This design comes from an exercise in tuning for small area, a short achievable clock period and few clock cycles per item on the open sky130 flow, not from production work. Where RTL was checked, it was by simulation tests only, not by an equivalence proof against the original. Only the layout flow was run in runs 1 and 2; the RTL was not checked for function there. Power and IR drop assume default switching activity.

`flow/config.mk`:
```
export PLATFORM = sky130hd
export DESIGN_NAME = ordered_set_engine
export DESIGN_NICKNAME = ordered_set_engine
export VERILOG_FILES = /design/flow/design.v
export SDC_FILE = /design/flow/constraint.sdc
export NUM_CORES = 4
export LEC_CHECK = 0
export CAP_MARGIN = 20
export CORE_MARGIN = 2
export CORE_UTILIZATION = 35
export GPL_ROUTABILITY_DRIVEN = 1
export PLACE_DENSITY = 0.5
export SLEW_MARGIN = 20
```
`flow/constraint.sdc`:
```
create_clock -name core_clock -period 12.0 [get_ports {i_clk}]
set_input_delay 2.4000 -clock core_clock [delete_from_list [all_inputs] [get_ports {i_clk}]]
set_output_delay 2.4000 -clock core_clock [all_outputs]
set_load 0.01 [all_outputs]
```
`flow/design.v`:
```
`timescale 1ns / 1ps
package ose_pkg;
    typedef logic [3:0] t_cmd;
    typedef logic [1:0] t_status;
    localparam t_cmd CMD_INSERT      = 4'd0;
    localparam t_cmd CMD_REMOVE      = 4'd1;
    localparam t_cmd CMD_EXISTS      = 4'd2;
    localparam t_cmd CMD_MIN         = 4'd3;
    localparam t_cmd CMD_MAX         = 4'd4;
    localparam t_cmd CMD_EXTRACT_MIN = 4'd5;
    localparam t_cmd CMD_EXTRACT_MAX = 4'd6;
    localparam t_cmd CMD_PRED        = 4'd7;
    localparam t_cmd CMD_PRED_REMOVE = 4'd8;
    localparam t_cmd CMD_SUCC        = 4'd9;
    localparam t_cmd CMD_SUCC_REMOVE = 4'd10;
    localparam t_cmd CMD_CLEAR       = 4'd11;
    localparam t_status ST_OK        = 2'd0;
    localparam t_status ST_EMPTY     = 2'd1;
    localparam t_status ST_NOT_FOUND = 2'd2;
    localparam t_status ST_FULL      = 2'd3;
endpackage
`timescale 1ns / 1ps
module ose_cell #(
    parameter int KEY_WIDTH = 16
) (
    input  logic                 i_clk,
    input  logic                 i_flag_en,   
    input  logic                 i_occ_nxt,   
    input  logic [KEY_WIDTH-1:0] i_cmp_key,   
    input  logic [KEY_WIDTH-1:0] i_key,       
    input  logic                 i_ld_prv,    
    input  logic                 i_ld_key,    
    input  logic                 i_ld_nxt,    
    input  logic [KEY_WIDTH-1:0] i_prv_key,
    input  logic [KEY_WIDTH-1:0] i_nxt_key,
    input  logic                 i_prv_clt,   
    input  logic                 i_prv_ceq,
    input  logic                 i_nxt_clt,   
    input  logic                 i_nxt_ceq,
    input  logic                 i_key_clt,   
    input  logic                 i_key_ceq,
    output logic [KEY_WIDTH-1:0] o_key,
    output logic                 o_clt,       
    output logic                 o_ceq,       
    output logic                 o_lt,        
    output logic                 o_eq
);
    localparam int W = KEY_WIDTH;
    logic [W-1:0] r_key, n_key;
    logic         r_lt, r_eq, n_lt, n_eq;
    logic         w_hold, w_clt, w_ceq;
    assign w_clt  = r_key < i_cmp_key;
    assign w_ceq  = r_key == i_cmp_key;
    assign w_hold = !(i_ld_prv || i_ld_key || i_ld_nxt);
    assign n_key  = ({W{w_hold}}   & r_key)     |
                    ({W{i_ld_nxt}} & i_nxt_key) |
                    ({W{i_ld_key}} & i_key)     |
                    ({W{i_ld_prv}} & i_prv_key);
    assign n_lt   = i_occ_nxt && ((w_hold && w_clt) || (i_ld_nxt && i_nxt_clt) ||
                                  (i_ld_key && i_key_clt) || (i_ld_prv && i_prv_clt));
    assign n_eq   = i_occ_nxt && ((w_hold && w_ceq) || (i_ld_nxt && i_nxt_ceq) ||
                                  (i_ld_key && i_key_ceq) || (i_ld_prv && i_prv_ceq));
    always_ff @(posedge i_clk) begin
        r_key <= n_key;
        if (i_flag_en) begin
            r_lt <= n_lt;
            r_eq <= n_eq;
        end
    end
    assign o_key = r_key;
    assign o_clt = w_clt;
    assign o_ceq = w_ceq;
    assign o_lt  = r_lt;
    assign o_eq  = r_eq;
endmodule
`timescale 1ns / 1ps
module ordered_set_engine #(
    parameter int CAPACITY  = 32,
    parameter int KEY_WIDTH = 16
) (
    input  logic                             i_clk,
    input  logic                             i_rst_n,
    input  logic                             i_in_valid,
    output logic                             o_in_stall,
    input  ose_pkg::t_cmd                    i_command,
    input  logic [31:0]                      i_key,
    output logic                             o_out_valid,
    input  logic                             i_out_stall,
    output ose_pkg::t_status                 o_status,
    output logic [31:0]                      o_value,
    output logic                             o_hit,
    output logic [$clog2(CAPACITY+1)-1:0]    o_count
);
    localparam int CNT_W = $clog2(CAPACITY + 1);
    logic                 r_q_valid, r_b_valid;
    ose_pkg::t_cmd        r_q_cmd, r_b_cmd;
    logic [KEY_WIDTH-1:0] r_q_key, r_b_key;
    logic [CNT_W-1:0]     r_count, n_count;
    logic [CAPACITY-1:0]  r_occ, n_occ;
    logic                 r_o_valid, r_s_valid, r_in_ready;
    ose_pkg::t_status     r_o_status, r_s_status, n_status;
    logic [KEY_WIDTH-1:0] r_o_value, r_s_value, n_value;
    logic                 r_o_hit, r_s_hit, n_hit;
    logic [CNT_W-1:0]     r_o_count, r_s_count;
    logic [KEY_WIDTH-1:0] w_key [CAPACITY];
    logic [CAPACITY-1:0]  w_lt, w_eq, w_le, w_gt;
    logic [CAPACITY-1:0]  w_clt, w_ceq;
    logic [CAPACITY-1:0]  w_ld_prv, w_ld_key, w_ld_nxt, w_pick;
    logic                 w_key_clt, w_key_ceq;
    logic                 r_found, n_found, w_rm_ceq;
    logic w_move, w_go, w_take, w_o_hold, w_o_from_s, w_o_from_n;
    logic w_empty, w_full, w_found, w_pred_ok, w_succ_ok;
    logic c_ins, c_rm, c_clr, c_rm_lt, c_rm_all, c_rm_pred, c_rm_le;
    logic k_min, k_max, k_pred, k_succ;
    logic [11:0] r_b_op, w_q_op;
    assign o_in_stall = !r_in_ready;
    assign w_move     = !r_s_valid;
    assign w_go       = r_b_valid && !r_s_valid;
    assign w_take     = r_o_valid && !i_out_stall;
    assign w_o_hold   = r_o_valid && i_out_stall;
    assign w_o_from_s = !w_o_hold && r_s_valid;
    assign w_o_from_n = !w_o_hold && !r_s_valid;
    assign w_le      = w_lt | w_eq;
    assign w_gt      = r_occ & ~w_le;
    assign w_empty   = !r_occ[0];
    assign w_full    = r_occ[CAPACITY-1];
    assign w_found   = r_found;
    assign w_pred_ok = w_lt[0];
    assign w_succ_ok = |w_gt;
    always_comb begin
        n_status = ose_pkg::ST_OK;
        n_hit    = 1'b0;
        unique case (r_b_cmd)
            ose_pkg::CMD_INSERT: begin
                if (w_found) begin
                    n_status = ose_pkg::ST_NOT_FOUND;
                end else if (w_full) begin
                    n_status = ose_pkg::ST_FULL;
                end else begin
                    n_hit = 1'b1;
                end
            end
            ose_pkg::CMD_REMOVE, ose_pkg::CMD_EXISTS: begin
                if (w_found) begin
                    n_hit = 1'b1;
                end else if (w_empty) begin
                    n_status = ose_pkg::ST_EMPTY;
                end else begin
                    n_status = ose_pkg::ST_NOT_FOUND;
                end
            end
            ose_pkg::CMD_MIN, ose_pkg::CMD_EXTRACT_MIN,
            ose_pkg::CMD_MAX, ose_pkg::CMD_EXTRACT_MAX: begin
                if (w_empty) begin
                    n_status = ose_pkg::ST_EMPTY;
                end
            end
            ose_pkg::CMD_PRED, ose_pkg::CMD_PRED_REMOVE: begin
                if (w_empty) begin
                    n_status = ose_pkg::ST_EMPTY;
                end else if (!w_pred_ok) begin
                    n_status = ose_pkg::ST_NOT_FOUND;
                end
            end
            ose_pkg::CMD_SUCC, ose_pkg::CMD_SUCC_REMOVE: begin
                if (w_empty) begin
                    n_status = ose_pkg::ST_EMPTY;
                end else if (!w_succ_ok) begin
                    n_status = ose_pkg::ST_NOT_FOUND;
                end
            end
            default: ;   
        endcase
    end
    for (genvar c = 0; c < 12; c++) begin : g_op
        assign w_q_op[c] = (r_q_cmd == ose_pkg::t_cmd'(c));
    end
    assign c_ins     = r_b_op[ose_pkg::CMD_INSERT] && !w_found && !w_full;
    assign c_rm_lt   = r_b_op[ose_pkg::CMD_REMOVE] && w_found;
    assign c_rm_all  = r_b_op[ose_pkg::CMD_EXTRACT_MIN] && !w_empty;
    assign c_rm_pred = r_b_op[ose_pkg::CMD_PRED_REMOVE] && w_pred_ok;
    assign c_rm_le   = r_b_op[ose_pkg::CMD_SUCC_REMOVE] && w_succ_ok;
    assign c_rm      = c_rm_lt || c_rm_all || c_rm_pred || c_rm_le ||
                       (r_b_op[ose_pkg::CMD_EXTRACT_MAX] && !w_empty);
    assign c_clr     = r_b_op[ose_pkg::CMD_CLEAR];
    assign k_min  = r_b_op[ose_pkg::CMD_MIN]  || r_b_op[ose_pkg::CMD_EXTRACT_MIN];
    assign k_max  = r_b_op[ose_pkg::CMD_MAX]  || r_b_op[ose_pkg::CMD_EXTRACT_MAX];
    assign k_pred = r_b_op[ose_pkg::CMD_PRED] || r_b_op[ose_pkg::CMD_PRED_REMOVE];
    assign k_succ = r_b_op[ose_pkg::CMD_SUCC] || r_b_op[ose_pkg::CMD_SUCC_REMOVE];
    always_comb begin
        n_count = r_count;
        n_occ   = r_occ;
        if (w_go) begin
            if (c_clr) begin
                n_count = '0;
                n_occ   = '0;
            end else if (c_ins) begin
                n_count = r_count + CNT_W'(1);
                n_occ   = {r_occ[CAPACITY-2:0], 1'b1};
            end else if (c_rm) begin
                n_count = r_count - CNT_W'(1);
                n_occ   = {1'b0, r_occ[CAPACITY-1:1]};
            end
        end
    end
    for (genvar g = 0; g < CAPACITY; g++) begin : g_ctl
        logic prv_lt, nxt_lt, prv_gt, nxt_occ;
        if (g == 0) begin : g_first
            assign prv_lt = 1'b1;
            assign prv_gt = 1'b0;
        end else begin : g_inner_prv
            assign prv_lt = w_lt[g-1];
            assign prv_gt = w_gt[g-1];
        end
        if (g == CAPACITY - 1) begin : g_last
            assign nxt_lt  = 1'b0;
            assign nxt_occ = 1'b0;
        end else begin : g_inner_nxt
            assign nxt_lt  = w_lt[g+1];
            assign nxt_occ = r_occ[g+1];
        end
        assign w_ld_key[g] = w_go && c_ins && !w_lt[g] && prv_lt;
        assign w_ld_prv[g] = w_go && c_ins && !w_lt[g] && !prv_lt;
        assign w_ld_nxt[g] = w_go && ((c_rm_lt && !w_lt[g]) || c_rm_all ||
                                      (c_rm_pred && !nxt_lt) || (c_rm_le && !w_le[g]));
        assign w_pick[g]   = (k_min && (g == 0) && r_occ[0]) ||
                             (k_max && r_occ[g] && !nxt_occ) ||
                             (k_pred && w_lt[g] && !nxt_lt) ||
                             (k_succ && w_gt[g] && !prv_gt);
    end
    assign w_key_clt = r_b_key < r_q_key;
    assign w_key_ceq = r_b_key == r_q_key;
    for (genvar g = 0; g < CAPACITY; g++) begin : g_cell
        logic [KEY_WIDTH-1:0] prv_key, nxt_key;
        logic                 prv_clt, prv_ceq, nxt_clt, nxt_ceq;
        if (g == 0) begin : g_first
            assign prv_key = '0;
            assign prv_clt = 1'b0;
            assign prv_ceq = 1'b0;
        end else begin : g_inner_prv
            assign prv_key = w_key[g-1];
            assign prv_clt = w_clt[g-1];
            assign prv_ceq = w_ceq[g-1];
        end
        if (g == CAPACITY - 1) begin : g_last
            assign nxt_key = '0;
            assign nxt_clt = 1'b0;
            assign nxt_ceq = 1'b0;
        end else begin : g_inner_nxt
            assign nxt_key = w_key[g+1];
            assign nxt_clt = w_clt[g+1];
            assign nxt_ceq = w_ceq[g+1];
        end
        ose_cell #(
            .KEY_WIDTH (KEY_WIDTH)
        ) u_cell (
            .i_clk     (i_clk),
            .i_flag_en (w_move),
            .i_occ_nxt (n_occ[g]),
            .i_cmp_key (r_q_key),
            .i_key     (r_b_key),
            .i_ld_prv  (w_ld_prv[g]),
            .i_ld_key  (w_ld_key[g]),
            .i_ld_nxt  (w_ld_nxt[g]),
            .i_prv_key (prv_key),
            .i_nxt_key (nxt_key),
            .i_prv_clt (prv_clt),
            .i_prv_ceq (prv_ceq),
            .i_nxt_clt (nxt_clt),
            .i_nxt_ceq (nxt_ceq),
            .i_key_clt (w_key_clt),
            .i_key_ceq (w_key_ceq),
            .o_key     (w_key[g]),
            .o_clt     (w_clt[g]),
            .o_ceq     (w_ceq[g]),
            .o_lt      (w_lt[g]),
            .o_eq      (w_eq[g])
        );
    end
    assign w_rm_ceq = c_rm_lt ? w_key_ceq : |(w_pick & w_ceq);
    assign n_found  = !(w_go && c_clr) &&
                      ((|(r_occ & w_ceq) && !(w_go && c_rm && w_rm_ceq)) ||
                       (w_go && c_ins && w_key_ceq));
    always_ff @(posedge i_clk) begin
        if (w_move) begin
            r_found <= n_found;
        end
    end
    always_comb begin
        n_value = '0;
        for (int i = 0; i < CAPACITY; i++) begin
            n_value = n_value | (w_key[i] & {KEY_WIDTH{w_pick[i]}});
        end
    end
    always_ff @(posedge i_clk) begin
        if (!i_rst_n) begin
            r_q_valid <= 1'b0;
            r_b_valid <= 1'b0;
            r_count   <= '0;
            r_occ     <= '0;
            r_o_valid  <= 1'b0;
            r_s_valid  <= 1'b0;
            r_in_ready <= 1'b1;
        end else begin
            if (w_move) begin
                r_q_valid <= i_in_valid;
                r_b_valid <= r_q_valid;
            end
            r_count <= n_count;
            r_occ   <= n_occ;
            if (!r_o_valid || w_take) begin
                r_o_valid  <= r_s_valid || w_go;
                r_s_valid  <= 1'b0;
                r_in_ready <= 1'b1;
            end else if (w_go) begin
                r_s_valid  <= 1'b1;
                r_in_ready <= 1'b0;
            end
        end
    end
    always_ff @(posedge i_clk) begin
        if (w_move) begin
            r_q_cmd <= i_command;
            r_q_key <= i_key[KEY_WIDTH-1:0];
            r_b_cmd <= r_q_cmd;
            r_b_op  <= w_q_op;
            r_b_key <= r_q_key;
        end
        r_o_status <= ({2{w_o_hold}}         & r_o_status) |
                      ({2{w_o_from_s}}       & r_s_status) |
                      ({2{w_o_from_n}}       & n_status);
        r_o_value  <= ({KEY_WIDTH{w_o_hold}}   & r_o_value)  |
                      ({KEY_WIDTH{w_o_from_s}} & r_s_value)  |
                      ({KEY_WIDTH{w_o_from_n}} & n_value);
        r_o_hit    <= (w_o_hold && r_o_hit) || (w_o_from_s && r_s_hit) ||
                      (w_o_from_n && n_hit);
        r_o_count  <= ({CNT_W{w_o_hold}}     & r_o_count)  |
                      ({CNT_W{w_o_from_s}}   & r_s_count)  |
                      ({CNT_W{w_o_from_n}}   & n_count);
        if (!r_s_valid) begin
            r_s_status <= n_status;
            r_s_value  <= n_value;
            r_s_hit    <= n_hit;
            r_s_count  <= n_count;
        end
    end
    assign o_out_valid = r_o_valid;
    assign o_status    = r_o_status;
    assign o_value     = 32'(r_o_value);
    assign o_hit       = r_o_hit;
    assign o_count     = r_o_count;
endmodule
```
`flow/flow/run.sh`:
```
#!/bin/bash
# Standard layout (standard.sh) with these changes:
#  - synthesis maps the logic with an area-oriented ABC script (flow/abc_area.script);
#    flow/synth_area.tcl is synth_recipe.tcl with only the ABC script swapped;
#  - timing repair aims below the clock period (SETUP_SLACK_MARGIN), on all endpoints;
#  - placement density and clock tree settings as given below.
set -e
FL=$PWD/flow
export MY_ABC_SCRIPT=$FL/abc_area.script
bash standard.sh SYNTH_SCRIPT=$FL/synth_area.tcl SETUP_SLACK_MARGIN=8.4 TNS_END_PERCENT=100 SKIP_GATE_CLONING=1 CORE_UTILIZATION=35 PLACE_DENSITY=0.5 CTS_CLUSTER_SIZE=24 CTS_CLUSTER_DIAMETER=80 "BUFFER_PORTS_ARGS=-buffer_cell sky130_fd_sc_hd__buf_2" finish > standard.log 2>&1
```
`flow/flow/abc_area.script`:
```
strash
&get -n
&st
&dch -f
&nf -a -R 1000
&put
topo
stime -c
```
`flow/flow/synth_area.tcl`:
```
proc synth {args} { yosys synth -nofsm -noshare {*}$args }
proc abc {args} {
  set i [lsearch -exact $args -script]
  if { $i >= 0 && [info exists ::env(MY_ABC_SCRIPT)] } { lset args [expr {$i+1}] $::env(MY_ABC_SCRIPT) }
  yosys abc {*}$args
}
source $::env(SCRIPTS_DIR)/synth.tcl
# left out here: clear keep_hierarchy, flatten, clean up, hide names made inside functions, write 1_2_yosys.v
```
`flow/standard.sh`:
```
#!/bin/bash
# synth_recipe.tcl (not shown) runs the flow's synth.tcl, then flattens the netlist and writes it again
# the make line also repeats each setting of config.mk as NAME=value (left out here)
make -C /OpenROAD-flow-scripts/flow DESIGN_CONFIG=/design/flow/config.mk WORK_HOME=/design/flow/orfs CLKGATE_MAP_FILE= SYNTH_SCRIPT=/design/flow/synth_recipe.tcl "${@:-finish}"
```
==> notes.md, run 1 <==
Setup crit end r_o_value[4]$_DFF_P_; Final Hold Violating Endpoints 0; Worst Path Required 12.59 ns; most common cell after layout, fill and taps aside nand2_1; routed via count 47617; worst min-delay path class flip-flop to flip-flop; Routability Congestion 0.9194; Slew @ Worst Pin 1.261 ns; period utilization between 30 and 40%; Clock Sink Count 721; CTS root buf clkbuf_16; Die Y between 300 and 400 microns; vias in the first global route 44007; crit end category flip-flop; Fin Clk Skew around 0.036 ns; count of final setup violators 0; H-tree Lvls 2; Total Routing Usage GR 32.08%; routed vias/inst between 6 and 7; Worst-path clk slew 0.09 ns; Clock Tree Buf Depth 3; worst-skew pair later-pin latency slightly above 0.7 ns; Avg Inst Size Synth between 8 and 9 sq um; cts hold-fix bufs 0; pin count of the biggest net entering global routing 86; post-DR wirelength/cell 30.10 microns; Layout Utilization 41.16%; Post-DP HPWL about 150000 microns; Critical Path Start r_b_op[6]$_DFFE_PN_; initial antenna violation count 12; Post-Route WL approximately 210000 microns; Routed Antenna Nets 0; Initial Utilization 35.17%; placed insts 6933; site row count 130; Worst EP arrival 4.49 ns; Final Critical Period 3.901 ns; DRT Pass-1 Iters 15; Crit Path Class flip-flop to flip-flop; Starting DRT DRC Count 8695; worst reg2reg setup slack about 8.1 ns; fraction of layout cells with a size suffix above 1 10.98%; FF+latch count, synth between 700 and 800; area of the core roughly 130000 sq um; DIE AREA 128700 sq um; fmax about 0.26 GHz; post-synthesis cell type count between 40 and 50; area of the mapped netlist 44040 sq um; CTS Buf Count 50; sequential cell area fraction in the yosys report approximately 36%; status complete, no violations; Max Cap Violations 0; nets 6000; R2R cell count 13; most frequent cells in the layout nand2_1, a222oi_1, dfxtp_1, ha_1, a21oi_1; first-pass GRT wire length 308300 microns; TritonCTS clock tree yes; Leak 0.02236 uW; worst setup margin ~8.1 ns; Final Non-Filler Cells 7123; post-synthesis to final-layout area growth 17.04%; Overflow after GRT 0; setup TNS 0 ns; worst reg2reg startpoint r_b_op[6]$_DFFE_PN_; Die W 358.7 microns; I/O pin count 83; Port Buf Inserts 50; power per cell area just under 100 nW/um^2; RSZ-0062 raised after global routing true; maximum vdd drop 110.4 uV; Critical Path Source Type flip-flop; Synth Instances 5045; fill count around 13000; CP max FO 16; max-slew violations 0; Reg-to-Reg End r_o_value[4]$_DFF_P_; Warnings, synthesis 3; Setup WS pre-CTS 7.278 ns; Slew headroom 15.95%; DRC 0
[worst max-delay path: stages, from the launching register on]
cell and delay, ns:
edfxtp_1 0.39, or2_1 0.27, buf_12 0.16, clkbuf_8 0.18, buf_12 0.17, nand2_1 0.08
o221ai_1 0.14, buf_6 0.19, buf_12 0.14, a222oi_1 0.96, nand4_1 0.38, or3_4 0.47
a22oi_1 0.17, nand2_1 0.07
[per-layer routing]
layer	vias up	global-route usage, %	part of all wire, %
li1	21181	-	-
met1	23114	42.88	41
met2	2819	50.12	44
met3	499	6.010	10
met4	4	14.43	5.1
met5	-	0	0.015
[power by group]
group          switching (uW)  internal [uW]
sequential               80.1           2510
combinational             328            145
clock                    1140            921
[cell type report]
| type | instances | area, sq um | share of cell area (%) |
|---|---|---|---|
| tap | 1650 | 2064 | 4.005 |
| timing repair buffer | 334 | 2711 | 5.260 |
| antenna | 1 | 2.502 | 0.004854 |
| clock inverter | 33 | 405.4 | 0.7864 |
| sequential | 721 | 15880 | 30.80 |
| multi-input combinational | 4217 | 28570 | 55.42 |
| clock buffer | 61 | 1440 | 2.794 |
| inverter | 106 | 479.2 | 0.9296 |
[flip-flops by register name (all words and copies together) (netlist names), 2 cells and up]
name / cells
r_count: 6
r_b_cmd: 4
r_o_value: 16
r_s_value: 16
r_s_count: 6
r_occ: 32
r_b_op: 11
g_cell.u_cell.r_lt: 32
r_s_status: 2
r_b_key: 16
r_o_count: 6
r_o_status: 2
g_cell.u_cell.r_eq: 32
g_cell.u_cell.r_key: 512
r_q_cmd: 4
r_q_key: 16
[kinds of logic (layout without fill, tap and decap cells)]
logic type | count (synthesis) | after routing | synth area share [%]
flip-flops | 721 | 721 | 35.98
other | 1 | 17 | 0.008514
AND/OR/NAND/NOR | 2069 | 2069 | 19.83
AO/OA/AOI/OAI | 1598 | 1598 | 27.87
XOR/XNOR | 4 | 4 | 0.07954
buffers and inverters | 122 | 534 | 1.176
adder cells (fa/ha/maj) | 530 | 530 | 15.06
[worst min-delay path by stage]
stage                            from               endpoint  slack [ns]  cells past startpoint
6_report              r_o_hit$_DFF_P_        r_o_hit$_DFF_P_        0.44                      2
5_1_grt          r_o_count[3]$_DFF_P_   r_o_count[3]$_DFF_P_        0.46                      2
4_1_cts          r_o_value[3]$_DFF_P_   r_o_value[3]$_DFF_P_        0.44                      2
3_5_place_dp     r_o_value[3]$_DFF_P_   r_o_value[3]$_DFF_P_        0.42                      2
3_3_place_gp    r_o_status[1]$_DFF_P_  r_o_status[1]$_DFF_P_        0.42                      2
2_1_floorplan  r_s_count[5]$_DFFE_PN_   r_o_count[5]$_DFF_P_        0.43                      2
[per-stage QoR]
| step | total power (uW) | hold WS, ns | instance area [sq um] |
|---|---|---|---|
| 6_report | 5121 | 0.4362 | 51550 |
| 4_1_cts | 5119 | 0.4406 | 50690 |
| 3_5_place_dp | 3075 | 0.4245 | 48030 |
| 5_1_grt | 5268 | 0.4551 | 51550 |
| 2_1_floorplan | 2864 | 0.4282 | 44170 |
| 3_3_place_gp | 3065 | 0.4237 | 47970 |
[cells in the mapped netlist, drive strengths merged]
cell type / n / area share [%]
nand2: 1386 / 12
a222oi: 615 / 14
dfxtp: 580 / 26
ha: 530 / 15
a21oi: 438 / 5.0
nor2: 251 / 2.1
a22oi: 159 / 2.7
nand4: 156 / 2.2
edfxtp: 141 / 9.6
o21ai: 129 / 1.5
clkinv: 106 / 0.90
nor3: 68 / 0.77
o221ai: 49 / 0.97
a21o: 48 / 0.82
nand3: 42 / 0.48
nor4: 37 / 0.53
a221oi: 36 / 0.72
or3: 36 / 0.51
nand2b: 30 / 0.43
o211ai: 23 / 0.39
a211oi: 21 / 0.36
and2: 20 / 0.28
o22ai: 19 / 0.27
nor2b: 17 / 0.24
a41o: 16 / 0.36
buf: 16 / 0.27
a22o: 14 / 0.28
o21a: 8 / 0.14
o31ai: 7 / 0.12
and3: 6 / 0.085
and4: 6 / 0.12
o2111ai: 5 / 0.099
or2: 5 / 0.071
nor3b: 4 / 0.068
or4: 4 / 0.068
xnor2: 4 / 0.080
a2111oi: 2 / 0.040
a21boi: 2 / 0.034
a221o: 2 / 0.045
a31oi: 2 / 0.028
o32ai: 2 / 0.040
a2111o: 1 / 0.026
conb: 1 / 0.0085
nand3b: 1 / 0.017
[what timing repair did]
action,CTS,global route
setup buffers,34,60
gates cloned,0,0
pin swaps,37,50
gates resized for setup,151,79
hold endpoints to repair,0,0
setup endpoints to repair,597,384
==> run 2: changes to the inputs <==
--- a/flow/flow/run.sh
+++ b/flow/flow/run.sh
@@ -9,2 +9,2 @@
 export MY_ABC_SCRIPT=$FL/abc_area.script
-bash standard.sh SYNTH_SCRIPT=$FL/synth_area.tcl SETUP_SLACK_MARGIN=8.4 TNS_END_PERCENT=100 SKIP_GATE_CLONING=1 CORE_UTILIZATION=35 PLACE_DENSITY=0.5 CTS_CLUSTER_SIZE=24 CTS_CLUSTER_DIAMETER=80 "BUFFER_PORTS_ARGS=-buffer_cell sky130_fd_sc_hd__buf_2" finish > standard.log 2>&1
+bash standard.sh SYNTH_SCRIPT=$FL/synth_area.tcl SETUP_SLACK_MARGIN=8.4 TNS_END_PERCENT=100 SKIP_GATE_CLONING=1 CORE_UTILIZATION=30 PLACE_DENSITY=0.45 CTS_CLUSTER_SIZE=24 CTS_CLUSTER_DIAMETER=80 "BUFFER_PORTS_ARGS=-buffer_cell sky130_fd_sc_hd__buf_2" finish > standard.log 2>&1
--- a/flow/config.mk
+++ b/flow/config.mk
@@ -9,5 +9,5 @@
 export CORE_MARGIN = 2
-export CORE_UTILIZATION = 35
+export CORE_UTILIZATION = 30
 export GPL_ROUTABILITY_DRIVEN = 1
-export PLACE_DENSITY = 0.5
+export PLACE_DENSITY = 0.45
 export SLEW_MARGIN = 20
==> run 2 against run 1 <==
Net effect: combinational power grew 2%; clock skew shrank 0.0056 ns; cell area grew 1.5%; synthesized area is the same; critical path depth shrank 3; clock power grew 3%; utilization shrank 5.2 points; count of clock-buffer cells in the layout shrank 4; non-clock buffer count grew 18; critical endpoint is now r_o_value[14]$_DFF_P_; highest routed layer unchanged.
==> notes.md, run 2 <==
Cell Chain, Critical Path or2_4 > buf_12 > nand2_1 > o22ai_1 > a41o_4 > a222oi_1 > nand4_1 > or3_4 > a22oi_2 > nand2_1; sequential cell area fraction in the yosys report 35.98% (unchanged); worst min-delay path class flip-flop to flip-flop; routed via count 47601 (-0.034%); Avg Inst Size Synth 8.730 sq um (unchanged); most frequent cells in the layout nand2_1, a222oi_1, dfxtp_1, ha_1, a21oi_1; Min Hold Slack 0.4363 ns (+0.0001060 ns); Final Critical Period 3.849 ns (-0.05196 ns); Critical Path Source Type flip-flop; WP buf/inv 1 (-4); Die Y 387.2 microns (+7.9%); site row count 140 (+7.7%); CTS Buf Count 53 (+6.0%); H-tree Lvls 2 (unchanged); Routed Antenna Nets 0 (unchanged); most common cell after layout, fill and taps aside nand2_1; Port Buf Inserts 50 (unchanged); Crit Path Class flip-flop to flip-flop; Top reg by flops g_cell.u_cell.r_key; Starting DRT DRC Count 8470 (-2.6%); fraction of layout cells with a size suffix above 1 11.55% (+0.57 points); Routability Congestion 0.9059 (-1.5%); Initial Utilization 30.22% (-4.9 points); vias in the first global route 44471 (+1.1%); Leak 0.02258 uW (+0.99%); max-slew violations 0 (unchanged); Total Routing Usage GR 28.44% (-3.6 points); Crit path depth 10 (-3); count of final setup violators 0 (unchanged); top_reg_cell synth dfxtp_1; R2R cell count 10 (-3); DIE AREA 149900 sq um (+16%); Synth Instances 5045 (unchanged); DRC 0 (unchanged); status complete, no violations; area share of the largest cell type after synthesis 26.36% (unchanged); Die W 387.2 microns (+7.9%); crit end category flip-flop; DRT Pass-1 Iters 12 (-3); power per cell area 99.23 nW/um^2 (-0.12%); fill count 15174 (+20%); Clock Sink Count 721 (unchanged); Worst EP arrival 4.45 ns (-0.04 ns); Max Cap Violations 0 (unchanged); critical path's slowest cell a222oi_1; diode count 0 (-1); Post-Route WL 224200 microns (+4.6%); largest area contributor in the netlist dfxtp_1; Slew @ Worst Pin 1.209 ns (-0.05226 ns); routed vias/inst 6.421 (-3.9%); CP delay by family, top simple AND/OR/NAND/NOR gates; Worst-path clk slew 0.09 ns (about the same); initial antenna violation count 12 (unchanged); post-synthesis cell type count 44 (unchanged); Overflow after GRT 0 (unchanged); Hold Crit Depth 2 (unchanged); I/O pin count 83 (unchanged); Clock Tree Buf Depth 3 (unchanged); Multi-input gate area 28610 sq um (+0.15%); cell mode on critical path nand2_1; Synth top cells by count nand2_1, a222oi_1, dfxtp_1, ha_1, a21oi_1; period utilization 32.08% (-0.43 points); CTS root buf clkbuf_16; most common cell in the netlist nand2_1; Final Hold Violating Endpoints 0 (unchanged); Warnings, synthesis 3 (unchanged); post-DR wirelength/cell 30.24 microns (+0.46%); TritonCTS clock tree yes; Fin Clk Skew 0.03027 ns (-0.005613 ns); synth top area cells dfxtp_1, ha_1, a222oi_1, nand2_1, edfxtp_1; max FFs per register 512 (unchanged); FF+latch count, synth 721 (unchanged); CP max stage delay 0.88 ns (-0.08 ns); storage element area 15880 sq um (about the same); Post-DP HPWL 155200 microns (+4.2%); pin count of the biggest net entering global routing 56 (-35%); maximum vdd drop 109.6 uV (-0.67%); RSZ-0062 raised after global routing true; area of the core 145700 sq um (+16%); CP max FO 9 (-7); Slew headroom 19.43% (+3.5 points); post-synthesis to final-layout area growth 18.83%; area of the mapped netlist 44040 sq um (unchanged); asr flop ratio synth 0% (unchanged); EDFF count, synth 141 (unchanged); fmax 0.2598 GHz (+1.3%); worst-skew pair later-pin latency 0.71 ns (about the same); Worst Path Required 12.60 ns (about the same); setup TNS 0 ns (unchanged); first-pass GRT wire length 320800 microns (+4.1%); nets 6021 (+0.35%)
## run 2: worst paths after layout
| kind | startpoint | slack, ns | end |
|---|---|---|---|
| min | r_o_value[6]$_DFF_P_ | 0.44 | r_o_value[6]$_DFF_P_ |
| min reg2reg | r_o_value[6]$_DFF_P_ | 0.44 | r_o_value[6]$_DFF_P_ |
| max | r_b_op[6]$_DFFE_PN_ | 8.15 | r_o_value[14]$_DFF_P_ |
| max reg2reg | r_b_op[6]$_DFFE_PN_ | 8.15 | r_o_value[14]$_DFF_P_ |
## run 2: logic make-up after synthesis
group / synth area share, %
fa+ha+maj: 15.06
compound gates: 27.87
xor+xnor: 0.07954
buf+inv: 1.176
flops: 35.98
other cells: 0.008514
simple gates: 19.83
## run 2: power by group
group | switching, uW | leakage, uW | internal (uW)
Clock | 1150 | 0.000930 | 975
Combinational | 334 | 0.0153 | 147
Sequential | 76.5 | 0.00635 | 2510
## run 2: routing by layer
layer  routed length, microns  global-route usage (%)  vias to the layer above
met4                     8878                   10.31                        6
met2                   100200                   45.05                     2399
met3                    19880                   4.578                      430
met5                       32                       0                        -
met1                    95200                   38.85                    23522
li1                         -                       -                    21244
## run 2: what timing repair did
action	CTS	global route
setup buffers	49	48
setup endpoints to repair	598	268
resized for setup	179	89
pin swaps	43	44
hold buffers	0	0
## run 2: final cells by class
| cell class | count | share of cell area, % |
|---|---|---|
| Clock inverter | 43 | 0.9563 |
| Sequential cell | 721 | 30.35 |
| Inverter | 106 | 0.8750 |
| Timing Repair Buffer | 352 | 5.864 |
| Multi-Input combinational cell | 4217 | 54.67 |
| Tap cell | 1917 | 4.583 |
| Clock buffer | 57 | 2.704 |
## run 2: tightest hold or removal path, cell delays in order (launching register included)
cell	delay [ns]
dfxtp_2	0.33
nand2_1	0.05
nand2_1	0.04
## run 2: through the flow
step	utilization, %	area (sq um)	worst slack [ns]	cells	total power, uW
6_report	35.91	52340	8.151	7413	5193
5_1_grt	35.91	52340	8.206	7413	5352
4_1_cts	35.33	51490	8.209	7364	5203
3_5_place_dp	33.28	48510	7.014	7215	3080
3_3_place_gp	33.24	48440	7.051	7212	3071
2_1_floorplan	-	44170	8.354	5060	2864
==> run 3: changes to the inputs <==
--- a/flow/design.v
+++ b/flow/design.v
@@ -36,7 +36,7 @@
     input  logic                 i_prv_clt,   
-    input  logic                 i_prv_ceq,
+    input  logic                 i_prv_cle,
     input  logic                 i_nxt_clt,   
-    input  logic                 i_nxt_ceq,
+    input  logic                 i_nxt_cle,
     input  logic                 i_key_clt,   
-    input  logic                 i_key_ceq,
+    input  logic                 i_key_cle,
     output logic [KEY_WIDTH-1:0] o_key,
@@ -44,4 +44,5 @@
     output logic                 o_ceq,       
+    output logic                 o_cle,       
     output logic                 o_lt,        
-    output logic                 o_eq
+    output logic                 o_le
 );
@@ -49,6 +50,7 @@
     logic [W-1:0] r_key, n_key;
-    logic         r_lt, r_eq, n_lt, n_eq;
-    logic         w_hold, w_clt, w_ceq;
+    logic         r_lt, r_le, n_lt, n_le;
+    logic         w_hold, w_clt, w_ceq, w_cle;
     assign w_clt  = r_key < i_cmp_key;
     assign w_ceq  = r_key == i_cmp_key;
+    assign w_cle  = w_clt || w_ceq;
     assign w_hold = !(i_ld_prv || i_ld_key || i_ld_nxt);
@@ -60,4 +62,4 @@
                                   (i_ld_key && i_key_clt) || (i_ld_prv && i_prv_clt));
-    assign n_eq   = i_occ_nxt && ((w_hold && w_ceq) || (i_ld_nxt && i_nxt_ceq) ||
-                                  (i_ld_key && i_key_ceq) || (i_ld_prv && i_prv_ceq));
+    assign n_le   = i_occ_nxt && ((w_hold && w_cle) || (i_ld_nxt && i_nxt_cle) ||
+                                  (i_ld_key && i_key_cle) || (i_ld_prv && i_prv_cle));
     always_ff @(posedge i_clk) begin
@@ -66,3 +68,3 @@
             r_lt <= n_lt;
-            r_eq <= n_eq;
+            r_le <= n_le;
         end
@@ -73,3 +75,4 @@
     assign o_lt  = r_lt;
-    assign o_eq  = r_eq;
+    assign o_cle = w_cle;
+    assign o_le  = r_le;
 endmodule
@@ -105,6 +108,6 @@
     logic [KEY_WIDTH-1:0] w_key [CAPACITY];
-    logic [CAPACITY-1:0]  w_lt, w_eq, w_le, w_gt;
-    logic [CAPACITY-1:0]  w_clt, w_ceq;
+    logic [CAPACITY-1:0]  w_lt, w_le, w_gt;
+    logic [CAPACITY-1:0]  w_clt, w_ceq, w_cle;
     logic [CAPACITY-1:0]  w_ld_prv, w_ld_key, w_ld_nxt, w_pick;
-    logic                 w_key_clt, w_key_ceq;
+    logic                 w_key_clt, w_key_ceq, w_key_cle;
     logic                 r_found, n_found, w_rm_ceq;
@@ -122,3 +125,2 @@
     assign w_o_from_n = !w_o_hold && !r_s_valid;
-    assign w_le      = w_lt | w_eq;
     assign w_gt      = r_occ & ~w_le;
@@ -206,9 +208,9 @@
     for (genvar g = 0; g < CAPACITY; g++) begin : g_ctl
-        logic prv_lt, nxt_lt, prv_gt, nxt_occ;
+        logic prv_lt, nxt_lt, prv_le, nxt_occ;
         if (g == 0) begin : g_first
             assign prv_lt = 1'b1;
-            assign prv_gt = 1'b0;
+            assign prv_le = 1'b1;
         end else begin : g_inner_prv
             assign prv_lt = w_lt[g-1];
-            assign prv_gt = w_gt[g-1];
+            assign prv_le = w_le[g-1];
         end
@@ -228,3 +230,3 @@
                              (k_pred && w_lt[g] && !nxt_lt) ||
-                             (k_succ && w_gt[g] && !prv_gt);
+                             (k_succ && w_gt[g] && prv_le);
     end
@@ -232,5 +234,6 @@
     assign w_key_ceq = r_b_key == r_q_key;
+    assign w_key_cle = w_key_clt || w_key_ceq;
     for (genvar g = 0; g < CAPACITY; g++) begin : g_cell
         logic [KEY_WIDTH-1:0] prv_key, nxt_key;
-        logic                 prv_clt, prv_ceq, nxt_clt, nxt_ceq;
+        logic                 prv_clt, prv_cle, nxt_clt, nxt_cle;
         if (g == 0) begin : g_first
@@ -238,3 +241,3 @@
             assign prv_clt = 1'b0;
-            assign prv_ceq = 1'b0;
+            assign prv_cle = 1'b0;
         end else begin : g_inner_prv
@@ -242,3 +245,3 @@
             assign prv_clt = w_clt[g-1];
-            assign prv_ceq = w_ceq[g-1];
+            assign prv_cle = w_cle[g-1];
         end
@@ -247,3 +250,3 @@
             assign nxt_clt = 1'b0;
-            assign nxt_ceq = 1'b0;
+            assign nxt_cle = 1'b0;
         end else begin : g_inner_nxt
@@ -251,3 +254,3 @@
             assign nxt_clt = w_clt[g+1];
-            assign nxt_ceq = w_ceq[g+1];
+            assign nxt_cle = w_cle[g+1];
         end
@@ -267,7 +270,7 @@
             .i_prv_clt (prv_clt),
-            .i_prv_ceq (prv_ceq),
+            .i_prv_cle (prv_cle),
             .i_nxt_clt (nxt_clt),
-            .i_nxt_ceq (nxt_ceq),
+            .i_nxt_cle (nxt_cle),
             .i_key_clt (w_key_clt),
-            .i_key_ceq (w_key_ceq),
+            .i_key_cle (w_key_cle),
             .o_key     (w_key[g]),
@@ -275,4 +278,5 @@
             .o_ceq     (w_ceq[g]),
+            .o_cle     (w_cle[g]),
             .o_lt      (w_lt[g]),
-            .o_eq      (w_eq[g])
+            .o_le      (w_le[g])
         );
--- a/flow/flow/run.sh
+++ b/flow/flow/run.sh
@@ -9,2 +9,2 @@
 export MY_ABC_SCRIPT=$FL/abc_area.script
-bash standard.sh SYNTH_SCRIPT=$FL/synth_area.tcl SETUP_SLACK_MARGIN=8.4 TNS_END_PERCENT=100 SKIP_GATE_CLONING=1 CORE_UTILIZATION=30 PLACE_DENSITY=0.45 CTS_CLUSTER_SIZE=24 CTS_CLUSTER_DIAMETER=80 "BUFFER_PORTS_ARGS=-buffer_cell sky130_fd_sc_hd__buf_2" finish > standard.log 2>&1
+bash standard.sh SYNTH_SCRIPT=$FL/synth_area.tcl SETUP_SLACK_MARGIN=8.4 TNS_END_PERCENT=20 SKIP_GATE_CLONING=1 CORE_UTILIZATION=35 PLACE_DENSITY=0.5 CTS_CLUSTER_SIZE=24 CTS_CLUSTER_DIAMETER=80 "BUFFER_PORTS_ARGS=-buffer_cell sky130_fd_sc_hd__buf_2" finish > standard.log 2>&1
--- a/flow/config.mk
+++ b/flow/config.mk
@@ -9,5 +9,5 @@
 export CORE_MARGIN = 2
-export CORE_UTILIZATION = 30
+export CORE_UTILIZATION = 35
 export GPL_ROUTABILITY_DRIVEN = 1
-export PLACE_DENSITY = 0.45
+export PLACE_DENSITY = 0.5
 export SLEW_MARGIN = 20
==> run 3 against run 2 <==
Net effect: non-clock buffer count is 80 lower; power decreased by 2.2%; die area decreased by 14%; flip-flop and latch count unchanged; clock power fell by 5%; largest cell class unchanged.
==> notes.md, run 3 <==
most common cell after layout, fill and taps aside nand2_1; worst setup margin 8.159 ns (+0.008580 ns); Slew @ Worst Pin 1.148 ns (-0.06102 ns); FF+latch count, synth 721 (unchanged); area of the core 125600 sq um (-14%); CTS Buf Count 51 (-3.8%); most frequent cells in the layout nand2_1, a222oi_1, dfxtp_1, ha_1, a21oi_1; pin count of the biggest net entering global routing 64 (+14%); Final Critical Period 3.841 ns (-0.008580 ns); Synth Instances 5084 (+0.77%); hold_sp r_o_value[0]$_DFF_P_; routed vias/inst 6.632 (+3.3%); DRC 0 (unchanged); critical path's slowest cell nand4_1; Routed Antenna Nets 0 (unchanged); I/O pin count 83 (unchanged); Worst Path Required 12.60 ns (about the same); Hold Crit Depth 2 (unchanged); fmax 0.2604 GHz (+0.22%); worst min-delay path class flip-flop to flip-flop; Top reg by flops g_cell.u_cell.r_key; CP delay by family, top simple AND/OR/NAND/NOR gates; CP max stage delay 0.57 ns (-0.31 ns); count of final setup violators 0 (unchanged); area of the mapped netlist 44310 sq um (+0.61%); maximum vdd drop 130.5 uV (+19%); routed via count 47111 (-1.0%); Avg Inst Size Synth 8.716 sq um (-0.16%); EDFF count, synth 141 (unchanged); synth top area cells dfxtp_1, ha_1, a222oi_1, nand2_1, edfxtp_1; Initial Utilization 35.29% (+5.1 points); WP buf/inv 2 (+1); post-synthesis cell type count 47 (+6.8%); top_reg_cell synth dfxtp_1; Routability Congestion 0.9751 (+7.6%); Die Y 359.8 microns (-7.1%); power per cell area 99.66 nW/um^2 (+0.44%); Total Routing Usage GR 31.10% (+2.7 points); Worst EP arrival 4.44 ns (about the same); max-slew violations 0 (unchanged); Fin Clk Skew 0.03479 ns (+0.004524 ns); CP max FO 16 (+7); DIE AREA 129500 sq um (-14%); post-synthesis to final-layout area growth 14.99%; most common cell in the netlist nand2_1; hold path endpoint r_o_value[0]$_DFF_P_; largest area contributor in the netlist dfxtp_1; Cell Chain, Critical Path or2_4 > buf_4 > a31o_1 > buf_4 > a222oi_1 > nand4_1 > nor2_1 > nand2_1 > a22oi_1 > nand2_1; RSZ-0062 raised after global routing true; Post-DP HPWL 151800 microns (-2.2%); Final Hold Violating Endpoints 0 (unchanged); post-DR wirelength/cell 29.64 microns (-2.0%); Crit Path Class flip-flop to flip-flop; Post-Route WL 210600 microns (-6.1%); area share of the largest cell type after synthesis 26.20% (-0.16 points); fraction of layout cells with a size suffix above 1 8.917% (-2.6 points); TritonCTS clock tree yes; asr flop ratio synth 0% (unchanged); Setup WS pre-CTS 7.108 ns (+0.09410 ns); Synth top cells by count nand2_1, a222oi_1, dfxtp_1, ha_1, a21oi_1; Overflow after GRT 0 (unchanged); site row count 130 (-7.1%); max FFs per register 512 (unchanged); worst-skew pair later-pin latency 0.71 ns (about the same); Worst-path clk slew 0.09 ns (about the same); Clock Sink Count 721 (unchanged); Max Cap Violations 0 (unchanged); period utilization 32.01% (-0.072 points); status complete, no violations; Critical Path Source Type flip-flop; Port Buf Inserts 50 (unchanged); Leak 0.02203 uW (-2.4%); H-tree Lvls 2 (unchanged); worst reg2reg setup slack 8.16 ns (about the same); Die W 359.8 microns (-7.1%); fill count 12759 (-16%); Reg-to-Reg End r_o_value[4]$_DFF_P_; CTS root buf clkbuf_16; R2R cell count 10 (unchanged); worst reg2reg startpoint r_b_op[10]$_DFFE_PN_; initial antenna violation count 6 (-6); DRT Pass-1 Iters 13 (+1); sequential cell area fraction in the yosys report 35.76% (-0.22 points); Warnings, synthesis 3 (unchanged); nets 5978 (-0.71%); vias in the first global route 43337 (-2.5%); first-pass GRT wire length 304600 microns (-5.1%); Crit path depth 10 (unchanged); setup TNS 0 ns (unchanged); Clock Tree Buf Depth 3 (unchanged); crit end category flip-flop; Starting DRT DRC Count 8245 (-2.7%); Slew headroom 23.08% (+3.7 points)
==> run 3: how the worst max path moves through the flow <==
stage                     slack [ns]                              end                    start
final                           8.16             r_o_value[4]$_DFF_P_     r_b_op[10]$_DFFE_PN_
after global routing            8.26  g_cell[2].u_cell.r_le$_DFFE_PN_     r_q_key[6]$_DFFE_PN_
after CTS                       8.33                       o_in_stall  r_in_ready$_SDFFE_PP1P_
after detailed placement        7.11             r_o_count[5]$_DFF_P_     r_occ[16]$_SDFF_PN0_
after global placement          7.13             r_o_count[5]$_DFF_P_     r_occ[16]$_SDFF_PN0_
after floorplan                 8.20             r_o_count[5]$_DFF_P_     r_occ[22]$_SDFF_PN0_
==> run 3: tightest hold or removal path: cells and delay by family, from the launching register on <==
family / cells / cell delay (ns)
DFF: 1 / 0.32
and+or+nand+nor: 2 / 0.09
==> run 3: metal layers <==
layer / wire [microns] / share of wire (%) / track usage [%] / vias up
met5: 68 / 0.032 / 0 / -
met4: 10960 / 5.2 / 14.35 / 4
met3: 20310 / 9.6 / 6.196 / 450
met2: 92490 / 44 / 48.54 / 2465
met1: 86740 / 41 / 41.25 / 22995
li1: - / - / - / 21197
==> run 3: logic make-up after synthesis <==
family | after synthesis | synth area share, %
AO/OA/AOI/OAI | 1567 | 27.56
XOR/XNOR | 4 | 0.07905
adder cells (fa/ha/maj) | 530 | 14.96
buffers and inverters | 106 | 1.033
flip-flops | 721 | 35.76
other | 1 | 0.008462
AND/OR/NAND/NOR | 2155 | 20.60
==> run 3: what timing repair did <==
item | in CTS | in global routing
gates resized for setup | 77 | 57
pin swaps | 18 | 8
setup endpoints to repair | 573 | 321
setup buffers | 8 | 16
hold buffers | 0 | 0
==> run 3: stage by stage <==
stage                     utilization (%)  total power, uW  std cells  cell area [sq um]  hold WS (ns)
after floorplan                         -             2848       5099              44500        0.4282
after global placement              38.42             3051       6976              48240        0.4225
after detailed placement            38.48             3061       6980              48320        0.4244
after CTS                           40.20             5081       7083              50480        0.4391
after global routing                40.57             5228       7101              50950        0.4636
final                               40.58             5079       7104              50960        0.4361
==> run 3: power by group <==
group          switching, uW  total [uW]  internal, uW
combinational            329         469           139
clock                   1120        2030           909
sequential              72.9        2580          2500
==> run 3: layout make-up <==
type                       count  area (sq um)  area share (%)
antenna                        4         10.01         0.01964
timing repair buffer         272          2165           4.248
clock inverter                37         430.4          0.8446
inverter                      90         369.1          0.7243
clock buffer                  58          1376           2.701
tap                         1650          2064           4.051
sequential                   721         15850           31.10
multi-input combinational   4272         28690           56.31
Testbench counts of run 3, summed over its fixed seeds: cycles 12,018, ops 12,000.
==> run 4: changes to the inputs <==
--- a/flow/flow/run.sh
+++ b/flow/flow/run.sh
@@ -9,2 +9,2 @@
 export MY_ABC_SCRIPT=$FL/abc_area.script
-bash standard.sh SYNTH_SCRIPT=$FL/synth_area.tcl SETUP_SLACK_MARGIN=8.4 TNS_END_PERCENT=20 SKIP_GATE_CLONING=1 CORE_UTILIZATION=35 PLACE_DENSITY=0.5 CTS_CLUSTER_SIZE=24 CTS_CLUSTER_DIAMETER=80 "BUFFER_PORTS_ARGS=-buffer_cell sky130_fd_sc_hd__buf_2" finish > standard.log 2>&1
+bash standard.sh SYNTH_SCRIPT=$FL/synth_area.tcl SETUP_SLACK_MARGIN=8.4 TNS_END_PERCENT=100 SKIP_GATE_CLONING=1 CORE_UTILIZATION=35 PLACE_DENSITY=0.5 CTS_CLUSTER_SIZE=24 CTS_CLUSTER_DIAMETER=80 SLEW_MARGIN=10 CAP_MARGIN=10 "BUFFER_PORTS_ARGS=-buffer_cell sky130_fd_sc_hd__buf_2" finish > standard.log 2>&1
--- a/flow/config.mk
+++ b/flow/config.mk
@@ -7,3 +7,3 @@
 export LEC_CHECK = 0
-export CAP_MARGIN = 20
+export CAP_MARGIN = 10
 export CORE_MARGIN = 2
@@ -12,2 +12,2 @@
 export PLACE_DENSITY = 0.5
-export SLEW_MARGIN = 20
+export SLEW_MARGIN = 10
==> run 4 against run 3 <==
Net effect: non-clock buffer count down 19; clock power about the same; utilization hardly changed; die area is the same; combinational power about the same; synthesized area unchanged; cell area hardly changed; worst setup slack improved by 0.077 ns.
==> notes.md, run 4 <==
H-tree Lvls 2 (unchanged); Final Critical Period 3.764 ns (-0.07716 ns); clock share of power 40.2% (+0.2 points); Clock Tree Buf Depth 3 (unchanged); Total Routing Usage GR 30.81% (-0.28 points); Top reg by flops g_cell.u_cell.r_key; critical path's slowest cell a222oi_1; Port Buf Inserts 50 (unchanged); Routability Congestion 0.9709 (-0.43%); fraction of layout cells with a size suffix above 1 9.757% (+0.84 points); Worst Path Required 12.59 ns (about the same); Initial Utilization 35.29% (unchanged); DRC 0 (unchanged); RSZ-0062 raised after global routing true; nets 5960 (-0.30%); most common cell after layout, fill and taps aside nand2_1; Post-DP HPWL 152200 microns (+0.24%); Final Hold Violating Endpoints 0 (unchanged); FF+latch count, synth 721 (unchanged); Post-Route WL 208600 microns (-0.95%); asr flop ratio synth 0% (unchanged); Die W 359.8 microns (unchanged); Synth Area in XOR/XNOR 0.07906% (unchanged); site row count 130 (unchanged); Die Y 359.8 microns (unchanged); Routed Antenna Nets 0 (unchanged); post-synthesis mux area share 0% (unchanged); routed via count 47083 (-0.059%); post-synthesis cell type count 47 (unchanged); main combinational cell family by area after synthesis compound AO/OA/AOI/OAI gates; Synth top cells by count nand2_1, a222oi_1, dfxtp_1, ha_1, a21oi_1; Fin Clk Skew 0.03953 ns (+0.004737 ns); fill count 12886 (+1.0%); Avg Inst Size Synth 8.716 sq um (unchanged); maximum vdd drop 112.8 uV (-14%); Cell Chain, Critical Path or2_4 > buf_6 > nand2_1 > o22ai_1 > a31o_2 > buf_6 > a222oi_1 > nand4_1 > or3_1 > a22oi_1 > nand2_1; Setup WS pre-CTS 7.397 ns (+0.2889 ns); worst-skew pair later-pin latency 0.70 ns (about the same); post-DR wirelength/cell 29.44 microns (-0.67%); largest area contributor in the netlist dfxtp_1; power per cell area 99.83 nW/um^2 (+0.17%); CP delay by family, top simple AND/OR/NAND/NOR gates; fraction of the mapped netlist area in adder cells 14.96% (unchanged); sequential cell area fraction in the yosys report 35.76% (unchanged); worst min-delay path class flip-flop to flip-flop; most common cell in the netlist nand2_1; period utilization 31.36% (-0.64 points); CP max FO 16 (unchanged); Leak 0.02211 uW (+0.34%); Compound-Gate Fraction of Synth Area 27.56% (unchanged); Warnings, synthesis 3 (unchanged); Critical Path Source Type flip-flop; area of the core 125600 sq um (unchanged); max-slew violations 0 (unchanged); EDFF count, synth 141 (unchanged); Max Cap Violations 0 (unchanged); Comb pwr share 9.1% (about the same); Worst EP arrival 4.35 ns (-0.09 ns); Starting DRT DRC Count 7816 (-5.2%); fmax 0.2657 GHz (+2.1%); DRT Pass-1 Iters 12 (-1); top_reg_cell synth dfxtp_1; crit end category flip-flop; Worst-path clk slew 0.10 ns (about the same); area share of the largest cell type after synthesis 26.20% (unchanged); I/O pin count 83 (unchanged); Overflow after GRT 0 (unchanged); Synth Instances 5084 (unchanged); area of the mapped netlist 44310 sq um (unchanged); WP buf/inv 2 (unchanged); TritonCTS clock tree yes; count of final setup violators 0 (unchanged); CTS Buf Count 52 (+2.0%); DIE AREA 129500 sq um (unchanged); max FFs per register 512 (unchanged); Slew headroom 15.81% (-7.3 points); Slew @ Worst Pin 1.256 ns (+0.1084 ns); Simple-Gate Fraction of Synth Area 20.60% (unchanged); post-synthesis to final-layout area growth 15.07% (about the same); CTS root buf clkbuf_16; Crit Path Class flip-flop to flip-flop; setup TNS 0 ns (unchanged); first-pass GRT wire length 303200 microns (-0.46%); Sw Share 30.22% (+0.17 points); vias in the first global route 43721 (+0.89%); synth top area cells dfxtp_1, ha_1, a222oi_1, nand2_1, edfxtp_1; CP max stage delay 0.69 ns (+0.12 ns); initial antenna violation count 8 (+2); pin count of the biggest net entering global routing 75 (+17%); worst setup margin 8.236 ns (+0.07716 ns); cell internal pwr 3552 uW (about the same); Seq pwr share 50.6% (about the same); most frequent cells in the layout nand2_1, a222oi_1, dfxtp_1, ha_1, a21oi_1; status complete, no violations; Clock Sink Count 721 (unchanged); routed vias/inst 6.646 (+0.22%); switching pwr 1538 uW (+0.81%)
## run 4: worst paths after layout
kind                        startpoint                    to  slack (ns)  cells after the start
setup / recovery   r_b_op[6]$_DFFE_PN_  r_o_value[2]$_DFF_P_        8.24                     11
hold / removal    r_o_value[6]$_DFF_P_  r_o_value[6]$_DFF_P_        0.44                      2
setup reg to reg   r_b_op[6]$_DFFE_PN_  r_o_value[2]$_DFF_P_        8.24                     11
hold reg to reg   r_o_value[6]$_DFF_P_  r_o_value[6]$_DFF_P_        0.44                      2
## run 4: logic make-up after synthesis
family | count (synthesis)
AOI/OAI and AO/OA | 1567
xor gates and xnor gates | 4
adders and majority gates | 530
buffers and inverters | 106
DFF | 721
other | 1
and+or+nand+nor | 2155
## run 4: power groups by stage
stage / Clock (uW) / Combinational, uW / Sequential [uW]
after floorplan: 0 / 234 / 2620
after global placement: 0 / 422 / 2630
after detailed placement: 0 / 432 / 2630
after CTS: 2080 / 445 / 2570
after global routing: 2170 / 501 / 2580
final: 2050 / 466 / 2580
## run 4: tightest hold or removal path: stages (launching register included)
cell and delay (ns):
dfxtp_2 0.33, nand2_1 0.04, nand2_1 0.04
## run 4: metrics by stage
stage                     instances  hold slack [ns]  utilization, %  power [uW]  instance area, sq um
final                          7084           0.4370           40.61        5090                 50990
after global routing           7082           0.4606           40.60        5249                 50990
after CTS                      7071           0.4421           40.22        5102                 50500
after detailed placement       6966           0.4273           38.41        3060                 48230
after global placement         6966           0.4213           38.41        3051                 48230
after floorplan                5099           0.4282               -        2849                 44560
## run 4: metal layers
metal  up-vias  GRT usage, %  wire, microns
li1      21176             -              -
met1     23297         40.53          86120
met2      2231         49.57          94150
met3       377         6.002          18640
met4         2         12.12           9642
met5         -             0             13
## run 4: cell type report
cell class                 count  area, sq um  area share, %
clock buffer                  57         1353          2.653
sequential                   721        15890          31.16
timing repair buffer         253         2085          4.088
clock inverter                39        476.7         0.9349
multi-input combinational   4272        28750          56.39
tap                         1650         2064          4.049
inverter                      90        362.8         0.7116
antenna                        2        5.005       0.009815
## run 4: repair_timing
item,4_1_cts,5_1_grt
pin swaps,20,18
resized for setup,115,93
hold buffers,0,0
buffers inserted,9,10
endpoints found under the setup margin,312,261
==> run 5: changes to the inputs <==
--- a/flow/flow/run.sh
+++ b/flow/flow/run.sh
@@ -9,2 +9,2 @@
 export MY_ABC_SCRIPT=$FL/abc_area.script
-bash standard.sh SYNTH_SCRIPT=$FL/synth_area.tcl SETUP_SLACK_MARGIN=8.4 TNS_END_PERCENT=100 SKIP_GATE_CLONING=1 CORE_UTILIZATION=35 PLACE_DENSITY=0.5 CTS_CLUSTER_SIZE=24 CTS_CLUSTER_DIAMETER=80 SLEW_MARGIN=10 CAP_MARGIN=10 "BUFFER_PORTS_ARGS=-buffer_cell sky130_fd_sc_hd__buf_2" finish > standard.log 2>&1
+bash standard.sh SYNTH_SCRIPT=$FL/synth_area.tcl SETUP_SLACK_MARGIN=8.4 TNS_END_PERCENT=100 SKIP_GATE_CLONING=1 CORE_UTILIZATION=35 PLACE_DENSITY=0.5 CTS_CLUSTER_SIZE=24 CTS_CLUSTER_DIAMETER=80 "BUFFER_PORTS_ARGS=-buffer_cell sky130_fd_sc_hd__buf_2" finish > standard.log 2>&1
--- a/flow/config.mk
+++ b/flow/config.mk
@@ -7,3 +7,3 @@
 export LEC_CHECK = 0
-export CAP_MARGIN = 10
+export CAP_MARGIN = 20
 export CORE_MARGIN = 2
@@ -12,2 +12,2 @@
 export PLACE_DENSITY = 0.5
-export SLEW_MARGIN = 10
+export SLEW_MARGIN = 20
==> run 5 against run 4 <==
Net effect: power up 1.8%; register-to-register slack better by 0.05 ns; die area unchanged; critical endpoint unchanged; maximum frequency up 1.3%; first-iteration DRC count up 3.1%; still clean; largest cell class unchanged; highest routed layer unchanged.
==> notes.md, run 5 <==
status complete, no violations; clock share of power 41.3% (+1.1 points); Clock Tree Buf Depth 3 (unchanged); crit end category flip-flop; initial antenna violation count 11 (+3); Fin Clk Skew 0.07016 ns (+0.03063 ns); Final Critical Period 3.714 ns (-0.04922 ns); TritonCTS clock tree yes; R2R cell count 11 (unchanged); Final Non-Filler Cells 7100 (+0.23%); placed insts 6969 (+0.043%); area of the mapped netlist 44310 sq um (unchanged); Comb pwr share 9.0% (about the same); FF+latch count, synth 721 (unchanged); Final Hold Violating Endpoints 0 (unchanged); worst reg2reg setup slack 8.29 ns (+0.05 ns); Overflow after GRT 0 (unchanged); Design Area, Final 51370 sq um (+0.75%); Worst EP arrival 4.33 ns (-0.02 ns); EDFF count, synth 141 (unchanged); worst min-delay path class flip-flop to flip-flop; most frequent cells in the layout nand2_1, a222oi_1, dfxtp_1, ha_1, a21oi_1; top_reg_cell synth dfxtp_1; routed vias/inst 6.624 (-0.34%); post-synthesis to final-layout area growth 15.92%; DRC 0 (unchanged); Synth Instances 5084 (unchanged); maximum vdd drop 122.2 uV (+8.3%); Total Routing Usage GR 30.73% (-0.086 points); Critical Path Start r_b_op[6]$_DFFE_PN_; I/O pin count 83 (unchanged); Initial Utilization 35.29% (unchanged); Leak 0.02215 uW (+0.19%); Reg-to-Reg End r_o_value[2]$_DFF_P_; Slew headroom 22.83% (+7.0 points); synth top area cells dfxtp_1, ha_1, a222oi_1, nand2_1, edfxtp_1; Critical Path Source Type flip-flop; period utilization 30.95% (-0.41 points); sequential cell area fraction in the yosys report 35.76% (unchanged); Slew @ Worst Pin 1.157 ns (-0.09905 ns); fmax 0.2692 GHz (+1.3%); worst reg2reg startpoint r_b_op[6]$_DFFE_PN_; DIE AREA 129500 sq um (unchanged); Die W 359.8 microns (unchanged); RSZ-0062 raised after global routing true; Die Y 359.8 microns (unchanged); Starting DRT DRC Count 8057 (+3.1%); nets 5972 (+0.20%); hold path endpoint r_o_status[0]$_DFF_P_; Seq pwr share 49.7% (-0.9 points); Routability Congestion 0.9709 (unchanged); Crit Path Class flip-flop to flip-flop; asr flop ratio synth 0% (unchanged); Synth top cells by count nand2_1, a222oi_1, dfxtp_1, ha_1, a21oi_1; Hold Crit Depth 2 (unchanged); Routed Antenna Nets 0 (unchanged); Post-Route WL 207900 microns (-0.32%); switching pwr 1514 uW (-1.6%); vias in the first global route 43319 (-0.92%); setup TNS 0 ns (unchanged); max FFs per register 512 (unchanged); Port Buf Inserts 50 (unchanged); routed via count 47027 (-0.12%); CTS root buf clkbuf_16; max-slew violations 0 (unchanged); CTS Buf Count 53 (+1.9%); Max Cap Violations 0 (unchanged); Post-DP HPWL 151600 microns (-0.41%); H-tree Lvls 2 (unchanged); fraction of layout cells with a size suffix above 1 10.12% (+0.36 points); largest area contributor in the netlist dfxtp_1; CP max FO 16 (unchanged); area share of the largest cell type after synthesis 26.20% (unchanged); count of final setup violators 0 (unchanged); most common cell after layout, fill and taps aside nand2_1; Sw Share 29.20% (-1.0 points); Clock Sink Count 721 (unchanged); post-DR wirelength/cell 29.28 microns (-0.54%); site row count 130 (unchanged); post-synthesis cell type count 47 (unchanged); Avg Inst Size Synth 8.716 sq um (unchanged); power per cell area 100.9 nW/um^2 (+1.1%); area of the core 125600 sq um (unchanged); hold_sp r_o_status[0]$_DFF_P_; Top reg by flops g_cell.u_cell.r_key; DP Area 48270 sq um (about the same); first-pass GRT wire length 302300 microns (-0.31%); pin count of the biggest net entering global routing 75 (unchanged); worst-skew pair later-pin latency 0.73 ns (+0.03 ns); Warnings, synthesis 3 (unchanged); most common cell in the netlist nand2_1; DRT Pass-1 Iters 14 (+2); Worst Path Required 12.61 ns (+0.02 ns); Worst-path clk slew 0.10 ns (about the same); cell internal pwr 3670 uW (+3.3%)
==> run 5: cell counts after synthesis <==
No cell type changed its count.
==> run 5: how the worst max path moves through the flow <==
stage / to / cells past startpoint
after floorplan: r_o_count[5]$_DFF_P_ / 13
after global placement: r_o_count[5]$_DFF_P_ / 14
after detailed placement: r_o_count[5]$_DFF_P_ / 14
after CTS: o_in_stall / 2
after global routing: o_in_stall / 2
final: r_o_value[2]$_DFF_P_ / 11
==> run 5: cells by family after synthesis <==
logic type,Yosys count,synth area share [%]
AO/OA/AOI/OAI,1567,27.56
XOR/XNOR,4,0.07905
adder cells (fa/ha/maj),530,14.96
buffers and inverters,106,1.033
flip-flops,721,35.76
other,1,0.008462
AND/OR/NAND/NOR,2155,20.60
==> run 5: through the flow <==
step / power, uW / util [%] / hold WS, ns / worst slack [ns]
after detailed placement: 3060 / 38.44 / 0.4274 / 7.378
after floorplan: 2849 / - / 0.4282 / 8.361
after CTS: 5193 / 40.47 / 0.4391 / 8.330
after global placement: 3051 / 38.41 / 0.4213 / 7.408
after global routing: 5342 / 40.90 / 0.4667 / 8.355
final: 5184 / 40.91 / 0.4373 / 8.286
==> run 5: layout make-up <==
type / instances / area, sq um
clock buffers: 62 / 1410
diodes: 4 / 10.01
flip-flops and latches: 721 / 15890
inverters: 90 / 372.9
fillers: 12705 / 74200
repair buffers: 264 / 2236
clock inverters: 37 / 533.0
well taps: 1650 / 2064
multi-input cells: 4272 / 28850
==> run 5: worst max-delay path, stage by stage (launching register included) <==
cell	delay (ns)
edfxtp_1	0.41
or2_4	0.27
buf_8	0.16
nand2_1	0.07
o22ai_1	0.10
a31o_4	0.25
buf_6	0.15
a222oi_1	0.67
nand4_1	0.61
or3_1	0.63
a22oi_1	0.18
nand2_1	0.07
==> run 5: metal layers <==
layer / routed length, microns / vias up / track usage [%]
li1: - / 21211 / -
met1: 85670 / 23051 / 40.91
met2: 94530 / 2391 / 49.52
met3: 18710 / 370 / 5.044
met4: 8789 / 4 / 12.13
met5: 207 / - / 0
==> run 5: what timing repair did <==
action                                  4_1_cts  5_1_grt
resized for setup                           145       84
endpoints found under the setup margin      288      190
gates cloned                                  0        0
setup buffers                                12       14
hold buffers                                  0        0
pin swaps                                    17       21
==> run 5: power groups by stage <==
stage                     registers [uW]  clock network [uW]  logic (uW)
after floorplan                     2620                   0         234
after global placement              2630                   0         422
after detailed placement            2630                   0         432
after CTS                           2570                2170         447
after global routing                2580                2260         503
final                               2580                2140         467

separate check: timing with driven ports:
No port has a modelled driver above. Below, the same layouts with a new extraction and two added sets of constraints.
Step 1 sets driving cells, clkbuf_16 on the clock port and buf_2 on the other inputs (assumed; they add their load-dependent delay and slew).
Step 2, shift: input delay + t, output delay - t, t = (earliest + latest rising clock arrival at the registers) / 2. This alone moves slack from input paths to output paths.
Slacks: ideal / step 1 / step 2; pairs: ideal / step 1.
run | t (ns) | slack for setup (ns) | hold WS [ns] | worst setup path after step 2
run 1 | 0.771 | 8.099 / 8.099 / 7.880 | 0.436 / 0.436 / 0.436 | input to register
run 2 | 0.778 | 8.151 / 8.151 / 7.801 | 0.436 / 0.436 / 0.436 | input to register
run 3 | 0.770 | 8.159 / 8.159 / 8.159 | 0.436 / 0.436 / 0.436 | register to register
run 4 | 0.765 | 8.236 / 8.236 / 7.936 | 0.437 / 0.437 / 0.437 | input to register
run 5 | 0.776 | 8.286 / 8.286 / 7.925 | 0.437 / 0.437 / 0.437 | input to register
After both steps setup and hold are still met in every run listed. The setup slack of run 5, which loses most, moves by 0.000 ns with the drivers and by -0.361 ns with both steps.
